This is an optimization exercise on Yosys and OpenROAD, whose aim is small area, not a production implementation.
Function was checked by simulation only, so behaviour that the tests miss may differ from the original.

==> job 1104 <==
// id_branch_predict
module id_branch_predict #(
    parameter int PC_WIDTH   = 32,
    parameter int DATA_WIDTH = 32,
    parameter int BHT_DEPTH  = 64,
    parameter int TAG_WIDTH  = 8
) (
    input  logic                  clk,
    input  logic                  rst,
    input  logic [PC_WIDTH-1:0]   if_pc,
    output logic                  pred_taken,
    output logic [PC_WIDTH-1:0]   pred_target,
    input  logic                  id_valid,
    input  logic                  id_stall,
    input  logic [PC_WIDTH-1:0]   id_pc,
    input  logic [1:0]            id_type,
    input  logic [2:0]            id_cmp,
    input  logic                  id_pred_taken,
    input  logic [PC_WIDTH-1:0]   id_pred_target,
    input  logic [4:0]            id_rs1,
    input  logic [4:0]            id_rs2,
    input  logic [DATA_WIDTH-1:0] reg_rdata1,
    input  logic [DATA_WIDTH-1:0] reg_rdata2,
    input  logic [DATA_WIDTH-1:0] imm,
    input  logic                  exmem_reg_write,
    input  logic                  memwb_reg_write,
    input  logic [4:0]            exmem_reg_dest,
    input  logic [4:0]            memwb_reg_dest,
    input  logic [DATA_WIDTH-1:0] exmem_reg_wdata,
    input  logic [DATA_WIDTH-1:0] wb_reg_wdata,
    output logic                  flush_pipeline,
    output logic [PC_WIDTH-1:0]   redirect_pc,
    output logic [15:0]           mispredict_cnt
);
Settings: LEC_CHECK=0, CAP_MARGIN=10, CORE_MARGIN=2, CORE_UTILIZATION=50, CTS_BUF_LIST=sky130_fd_sc_hd__clkbuf_16, CTS_CLUSTER_DIAMETER=70, CTS_CLUSTER_SIZE=24, SLEW_MARGIN=10, SYNTH_HIERARCHICAL=1; clock period 13.0 ns.
run.sh (not shown) runs the stock make flow with config.mk's settings and CLKGATE_MAP_FILE= SYNTH_SCRIPT=/design/flow/synth_recipe.tcl, a recipe that flattens the netlist after the stock synthesis.
==> job 702: changes against job 1104 <==
--- a/flow/design.v
+++ b/flow/design.v
@@ -169,26 +169,23 @@
     always_ff @(posedge clk) begin
         for (int i = 0; i < BHT_DEPTH; i++) begin
             if (rst || (upd && id_sel[i])) begin
                 tbl_p[i]      <= new_p & ~rst;
                 tbl_tgt[1][i] <= new_v1 & ~rst;
-            end
-            if (!rst && upd && id_sel[i])
-                tbl_c0[i] <= new_c0;
-            if (!rst && upd_t && id_sel[i]) begin
+                tbl_c0[i]     <= new_c0;
                 for (int b = 0; b < TAG_WIDTH; b++)
                     tbl_tag[b][i] <= id_tag[b];
+            end
+            if (upd_t && id_sel[i]) begin
                 for (int b = 2; b < 32; b++)
                     tbl_tgt[b][i] <= actual_target[b];
             end
         end
     end
     always_ff @(posedge clk) begin
-        if (rst)
-            mispredict_cnt <= '0;
-        else if (mispredict && (mispredict_cnt != 16'hFFFF))
-            mispredict_cnt <= mispredict_cnt + 16'd1;
+        if (rst || (mispredict && !(&mispredict_cnt)))
+            mispredict_cnt <= (mispredict_cnt + 16'd1) & {16{~rst}};
     end
 endmodule
 module id_branch_predict_rd (
     input  logic [63:0] sel,
     input  logic [63:0] d,
==> flow/flow/run.sh (new file) <==
#!/bin/bash
# Standard layout (the standard.sh, standard synthesis unchanged) with two changes:
# the port buffers use the smallest buffer cell, and CTS inserts no dummy loads.
set -e
cat >> config.mk <<'EOC'
export BUFFER_PORTS_ARGS = -buffer_cell sky130_fd_sc_hd__buf_1
export CTS_ARGS = -sink_clustering_enable -repair_clock_nets -dont_use_dummy_load -sink_clustering_size 16 -sink_clustering_max_diameter 60 -buf_list sky130_fd_sc_hd__clkbuf_8
EOC
bash standard.sh > standard.log 2>&1
==> flow/standard.sh (new file) <==
#!/bin/bash
# synth_recipe.tcl (not shown) runs the flow's synth.tcl, then flattens the netlist and writes it again
# the make line also repeats each setting of config.mk as NAME=value (left out here)
make -C /OpenROAD-flow-scripts/flow DESIGN_CONFIG=/design/flow/config.mk WORK_HOME=/design/flow/orfs CLKGATE_MAP_FILE= SYNTH_SCRIPT=/design/flow/synth_recipe.tcl "${@:-finish}"
--- a/flow/config.mk
+++ b/flow/config.mk
@@ -6,10 +6,12 @@
 export NUM_CORES = 4
 export LEC_CHECK = 0
 export CAP_MARGIN = 10
 export CORE_MARGIN = 2
 export CORE_UTILIZATION = 50
-export CTS_BUF_LIST = sky130_fd_sc_hd__clkbuf_16
-export CTS_CLUSTER_DIAMETER = 70
-export CTS_CLUSTER_SIZE = 24
+export CTS_BUF_LIST = sky130_fd_sc_hd__clkbuf_8
+export CTS_CLUSTER_DIAMETER = 60
+export CTS_CLUSTER_SIZE = 16
 export SLEW_MARGIN = 10
 export SYNTH_HIERARCHICAL = 1
+export BUFFER_PORTS_ARGS = -buffer_cell sky130_fd_sc_hd__buf_1
+export CTS_ARGS = -sink_clustering_enable -repair_clock_nets -dont_use_dummy_load -sink_clustering_size 16 -sink_clustering_max_diameter 60 -buf_list sky130_fd_sc_hd__clkbuf_8
removed: flow/run.sh
==> impl_metrics.toml <==
[worst_setup_path]
endpoint = "redirect_pc[27]"
reg2reg_to = "tbl_c0[51]"

[drt]
wl_met3_microns = 53900

[place]
gp_congestion = 1.01

[status]
status = "timing/DRC/antenna clean"

[logic_synthesis]
syn-cell-area_sq_um = 102000
syn_inst = 5797
synthTopCellsByCount = "2624 x edfxtp_1, 1135 x a222oi_1, 292 x nor2_1, 247 x nand2_1, 234 x nand4_1"

[grt]
antenna_found_initial = 32

[pwr]
p_comb_mw = 1.92

[cells_and_area]
multi_input_area_share_pct = 20.5
# the run above: job 1104

==> impl_metrics.toml <==
[place]
gp_congestion = 1.02

[pwr]
p_comb_mw = 1.86

[worst_setup_path]
endpoint = "redirect_pc[15]"
reg2reg_to = "tbl_tag[1][24]"

[status]
status = "timing/DRC/antenna clean"

[logic_synthesis]
syn_inst = 5616
synthTopCellsByCount = "2640 x edfxtp_1, 1135 x a222oi_1, 258 x nor2_1, 234 x nand4_1, 230 x nand2_1"
syn-cell-area_sq_um = 102000

[cells_and_area]
multi_input_area_share_pct = 20.6

[drt]
wl_met3_microns = 42000
# the run above: job 702

static timing again, ports no longer ideal:
In the flow no input, the clock included, has a driving cell. The finished layouts below were timed again as built, in two steps.
Step 1 (the two cells are an assumption about what drives the block):
set clk [get_ports {clk}]
set_driving_cell -lib_cell sky130_fd_sc_hd__clkbuf_16 $clk
set_driving_cell -lib_cell sky130_fd_sc_hd__buf_2 [delete_from_list [all_inputs] $clk]
Step 2 also shifts input and output timing later by t, the mid clock arrival at the registers, as if the neighbouring blocks saw the same clock.
Slacks: no drivers / after step 1 / after step 2; pairs: no drivers / after step 1.
run | shift t [ns] | setup slack, ns | latest minus earliest clock arrival (ns) | slew at the worst register clock pin (ns) | worst data-port slew with drivers (ns)
job 1104 | 0.941 | 0.479 / 0.456 / 0.456 | 0.043 / 0.044 | 0.10 / 0.10 | 0.17
job 702 | 1.073 | 0.504 / 0.481 / 0.481 | 0.126 / 0.126 | 0.11 / 0.11 | 0.16
After both steps setup and hold are still met in every run listed.
